From an optimization exercise on the open Yosys and OpenROAD flow, aimed at small area, a short achievable clock period and few clock cycles; shortcuts taken in it are not production practice. RTL that was checked went through simulation tests only; none was proved equivalent to the original.

## rtc_fields_to_epoch_seconds_unit
module rtc_fields_to_epoch_seconds_unit (
  input  logic      clk,
  input  logic      rst,
  input  logic      start,
  output logic      busy,
  input  rfes_pkg::rfes_in_t  fields,
  output logic      done,
  output rfes_pkg::rfes_out_t result,
  input  logic      cfg_write,
  input  logic      cfg_index,
  input  logic      cfg_data
);
  logic        bcd_mode;
  logic        twelve_hour_mode;
  always_ff @(posedge clk) begin
    if (rst) begin
      bcd_mode         <= 1'b1;
      twelve_hour_mode <= 1'b0;
    end else if (cfg_write) begin
      case (cfg_index)
        rfes_pkg::CFG_BCD_MODE:  bcd_mode         <= cfg_data;
        rfes_pkg::CFG_TWELVE_HR: twelve_hour_mode <= cfg_data;
        default:       bcd_mode         <= bcd_mode;
      endcase
    end
  end
  assign busy = 1'b0;
  logic [5:0]  sec6;
  logic [5:0]  min6;
  logic [4:0]  hv5;
  logic [4:0]  day5;
  logic [6:0]  yr7;
  logic [3:0]  mon4;
  logic [3:0]  h4;
  logic [4:0]  hr5;
  logic        leap;
  logic [3:0]  ml;
  logic        err_sec, err_min, err_hr, err_day, err_mon, err_yr, err_all;
  logic t0;
  logic t1;
  logic t2;
  logic t3;
  logic t4;
  logic t5;
  logic t6;
  logic t7;
  logic t8;
  logic t9;
  logic t10;
  logic t11;
  logic t12;
  logic t13;
  logic t14;
  logic t15;
  logic t16;
  logic t17;
  logic t18;
  logic t19;
  logic t20;
  logic t21;
  logic t22;
  logic t23;
  logic t24;
  logic t25;
  logic t26;
  logic t27;
  logic t28;
  logic t29;
  logic t30;
  logic t31;
  logic t32;
  logic t33;
  logic t34;
  logic t35;
  logic t36;
  logic t37;
  logic t38;
  logic t39;
  logic t40;
  ...
Size in the first run: ~620 cells after synthesis, about 71 flip-flops, roughly 89 I/O pins, about 6100 um2 of cells after synthesis.
==> flow/config.mk <==
export PLATFORM = sky130hd
export DESIGN_NAME = rtc_fields_to_epoch_seconds_unit
export DESIGN_NICKNAME = rtc_fields_to_epoch_seconds_unit
export VERILOG_FILES = /design/flow/design.v
export SDC_FILE = /design/flow/constraint.sdc
export NUM_CORES = 4
export LEC_CHECK = 0
export CAP_MARGIN = 20
export CORE_MARGIN = 2
export CORE_UTILIZATION = 75
export CTS_BUF_LIST = sky130_fd_sc_hd__clkbuf_8
export SETUP_SLACK_MARGIN = 3.5
export SLEW_MARGIN = 20
==> flow/constraint.sdc <==
create_clock -name core_clock -period 8.0 [get_ports {clk}]
set_input_delay 1.6000 -clock core_clock [delete_from_list [all_inputs] [get_ports {clk}]]
set_output_delay 1.6000 -clock core_clock [all_outputs]
set_load 0.01 [all_outputs]
standard.sh (not shown) runs the stock make flow with config.mk's settings and CLKGATE_MAP_FILE= SYNTH_SCRIPT=/design/flow/synth_recipe.tcl, a recipe that flattens the netlist after the stock synthesis.
==> flow/flow/run.sh <==
#!/bin/bash
# Standard layout, with the port buffers made of the smallest buffer cell and
# Yosys's generic fine-grained ABC pass skipped, so that the adders written as
# gates reach full-adder extraction as written.
set -euo pipefail
bash standard.sh SYNTH_ARGS=-noabc BUFFER_PORTS_ARGS="-buffer_cell sky130_fd_sc_hd__buf_1" finish > standard_flow.log 2>&1
Testbench counts at the start, summed over its fixed seeds: cycles 2,112.
Next try:
CORE_UTILIZATION = 40   (was 75)
SETUP_SLACK_MARGIN = 3.0   (was 3.5)
What happened: Fmax drops by about 4%. Utilization goes down by 43 points. Final cell count goes up by 8.9%. Clock skew goes down by 0.0091 ns. Via count fell by about 12%. Global-route usage drops by 19 points.
Next try:
ABC_AREA = 1   (was not set)
CTS_BUF_LIST = not set   (was sky130_fd_sc_hd__clkbuf_8)
SETUP_SLACK_MARGIN = 3.5   (was 3.0)
Outcome: First-iteration DRC count increases by 7.3%; global-route usage decreases by 0.90 points; critical path depth increases by 2; final cell count increases by about 25%; setup slack improved by 0.41 ns; register-to-register slack improved by 0.41 ns; core utilization increases by 0.79 points; clock-buffer cell count decreases by 2; cell area increases by about 6%.
Next try:
ABC_AREA = not set   (was 1)
CTS_BUF_LIST = sky130_fd_sc_hd__clkbuf_8   (was not set)
SETUP_SLACK_MARGIN = 4.0   (was 3.5)
Design area is higher by about 3.5%.
Register-to-register slack improves by 0.08 ns.
Global-route usage climbs by 1.6 points.
Setup slack improved by 0.085 ns.
Routed wire length is higher by 9.6%.
Clock-buffer cell count stays the same.

---

Starting RTL as in the previous note.
clock: 8.0 ns
lec_check: 0
cap_margin: 20
core_margin: 2
core_utilization: 40
cts_buf_list: sky130_fd_sc_hd__clkbuf_8
cts_cluster_diameter: 150
cts_cluster_size: 24
setup_slack_margin: 3.5
slew_margin: 20
Scripts as last shown in full above: flow/flow/run.sh
Testbench counts at the start, summed over its fixed seeds: cycles 2,112.
Change:
==> flow/flow/run.sh (replaced) <==
#!/bin/bash
# Standard layout, with the port buffers made of the smallest buffer cell.
set -euo pipefail
bash standard.sh BUFFER_PORTS_ARGS="-buffer_cell sky130_fd_sc_hd__buf_1" finish > standard_flow.log 2>&1
- CTS_BUF_LIST: sky130_fd_sc_hd__clkbuf_8 -> default
- CTS_CLUSTER_DIAMETER: 150 -> default
- CTS_CLUSTER_SIZE: 24 -> default
Effect: The changed run finished clean. Wire length went up by a few percent. Via count went up by a few percent. Critical path depth went up by 4. Clock-buffer cell count went down by 1. Core utilization went up by 3.0 points. Die area went up slightly. Sequential share of layout area went down by 1.4 points.
Change:
==> flow/flow/run.sh (replaced) <==
#!/bin/bash
# Standard layout, with the port buffers made of the smallest buffer cell and
# Yosys's generic fine-grained ABC pass skipped, so that the adders written as
# gates reach full-adder extraction as written.
set -euo pipefail
bash standard.sh SYNTH_ARGS=-noabc BUFFER_PORTS_ARGS="-buffer_cell sky130_fd_sc_hd__buf_1" finish > standard_flow.log 2>&1
- CORE_UTILIZATION: 40 -> 60
- CTS_BUF_LIST: default -> sky130_fd_sc_hd__clkbuf_8
After rerunning: Cell area came out lower by about 7%. Worst hold slack improves by 0.0097 ns. Critical path depth came out lower by 3. Area after synthesis came out lower by about 1.6%. Core utilization came out higher by 22 points. Non-clock buffer count came out lower by 16.
Change:
==> flow/run.sh (new file) <==
#!/bin/bash
# synth_recipe.tcl (not shown) runs the flow's synth.tcl, then flattens the netlist and writes it again
# the make line also repeats each setting of config.mk as NAME=value (left out here)
make -C /OpenROAD-flow-scripts/flow DESIGN_CONFIG=/design/flow/config.mk WORK_HOME=/design/flow/orfs CLKGATE_MAP_FILE= SYNTH_SCRIPT=/design/flow/synth_recipe.tcl finish
- CORE_UTILIZATION: 60 -> 40
- CTS_BUF_LIST: sky130_fd_sc_hd__clkbuf_8 -> default
removed: flow/flow/run.sh
removed: flow/standard.sh
=> Utilization went down by 17 points. Register-to-register slack loses 0.21 ns. Worst hold slack gets worse by 0.0085 ns.

---

rtc_fields_to_epoch_seconds_unit, a different RTL version from the one above (not shown whole).
Size in the first run: about 700 cells after synthesis, about 89 I/O pins, ~7000 um2 of cells after synthesis.
Settings: LEC_CHECK=0, CAP_MARGIN=20, CORE_MARGIN=2, CORE_UTILIZATION=40, SETUP_SLACK_MARGIN=4.5, SLEW_MARGIN=20; clock period 8.0 ns.
==> flow/flow/run.sh <==
#!/bin/bash
# Standard layout, with the port buffers made of the smallest buffer cell and
# Yosys's generic fine-grained ABC pass skipped, so that the adders written as
# gates reach full-adder extraction as written.
set -euo pipefail
bash standard.sh SYNTH_ARGS=-noabc BUFFER_PORTS_ARGS="-buffer_cell sky130_fd_sc_hd__buf_1" finish > standard_flow.log 2>&1
The first run finished with timing, DRC and antenna clean.
Next try:
SETUP_SLACK_MARGIN = 3.5   (was 4.5)
What happened: The changed run completed with no timing, DRC or antenna violations; wire length falls by a few percent; design area falls by a few percent; maximum frequency falls by a few percent; core utilization falls by 1.7 points.
No functional check of the RTL was part of any run of this note.

---

rtc_fields_to_epoch_seconds_unit, a different RTL version from the one above (not shown whole).
Size in the first run: about 89 flip-flops, about 89 I/O pins.
Settings: LEC_CHECK=0, CAP_MARGIN=20, CORE_MARGIN=2, CORE_UTILIZATION=30, CTS_BUF_LIST=sky130_fd_sc_hd__clkbuf_8, SETUP_SLACK_MARGIN=4.2, SLEW_MARGIN=20; clock period 8.0 ns.
Scripts as last shown in full above: flow/flow/run.sh
The baseline finished with timing, DRC and antenna clean.
Testbench counts at the start, summed over its fixed seeds: cycles 2,112.
Then changed:
- CORE_ASPECT_RATIO: default -> 0.6
- CORE_UTILIZATION: 30 -> 40
=> Critical path depth increases by 1; non-clock buffer count increases by 1; final area decreases slightly; global-route usage increases by 5.1 points.
Then changed:
- CORE_ASPECT_RATIO: 0.6 -> default
- SETUP_SLACK_MARGIN: 4.2 -> 4.5
Outcome: The changed run finished clean. Wire length decreases by about 9%. Final area increases by about 3.4%. Non-clock buffer count increases by 17.

---

## run A
rtc_fields_to_epoch_seconds_unit again, from the RTL that the note above started with.
clock: 8.0 ns
lec_check: 0
cap_margin: 20
core_margin: 2
core_utilization: 40
cts_buf_list: sky130_fd_sc_hd__clkbuf_8
setup_slack_margin: 3.8
slew_margin: 20
Scripts as last shown in full above: flow/flow/run.sh
Run A was carried through to the last stage, and its layout satisfied the timing, DRC and antenna checks.
Testbench counts of run A, summed over its fixed seeds: cycles 2,112.
Input changes introduced in run B (baseline for comparison: run A):
Settings: CORE_UTILIZATION changed from 40 to 50; SETUP_SLACK_MARGIN changed from 3.8 to 4.2.
## What came out
Taking run A as the reference, in run B proportion of layout cells with a drive suffix above 1 moved up, final wirelength saw an increase. Taking run A as the reference, in run B core utilization now larger, non-clock buffer count +6, core area now sits lower. Against run A, run B reports a violation count after the first detailed-routing iteration that is higher. The most common cell after layout, fill and taps aside comes out sky130_fd_sc_hd__buf_1 in one run and sky130_fd_sc_hd__dfxtp_1 in the other, namely in run B and run A respectively. Going from run A to run B, data required time of the critical path shrinks by 0.02 ns.

-- afterwards: timing with drivers on the ports --
No port has a modelled driver above. Below, the same layouts with a new extraction and two added sets of constraints.
Step 1: set_driving_cell puts a clkbuf_16 on clk and a buf_2 on each other input, an assumption about the parent block.
Step 2 moves the port delays by t, midway between the first and last clock arrival at a register: inputs arrive t later, outputs are due t later. That takes back most of the time a late clock gives input paths.
Three values: ideal, step 1, step 2; two values: the first two.
run	shift t [ns]	setup slack, ns	worst setup path after step 2	cell pins on the clock port's net
the first run of note 1	0.379	3.511 / 3.511 / 3.511	register to register	1
the second run of note 1	0.400	3.320 / 3.320 / 3.320	register to register	1
the third run of note 1	0.381	3.731 / 3.731 / 3.731	register to register	1
the fourth run of note 1	0.397	3.816 / 3.816 / 3.816	register to register	1
the first run of note 2	0.403	3.684 / 3.684 / 3.684	register to register	1
the second run of note 2	0.383	3.533 / 3.533 / 3.533	register to register	1
the third run of note 2	0.388	3.663 / 3.663 / 3.663	register to register	1
the fourth run of note 2	0.378	3.449 / 3.449 / 3.449	register to register	1
the first run of note 3	0.382	3.850 / 3.814 / 4.195	register to output	1
the second run of note 3	0.377	3.666 / 3.629 / 4.006	register to output	1
the first run of note 4	0.409	4.270 / 4.235 / 4.331	register to register	1
the second run of note 4	0.408	4.234 / 4.195 / 4.321	register to register	1
the third run of note 4	0.408	4.307 / 4.270 / 4.450	register to register	1
run A	0.409	4.066 / 4.066 / 4.066	register to register	1
run B	0.392	4.314 / 4.284 / 4.314	register to register	1
After both steps setup and hold are still met in every run listed.
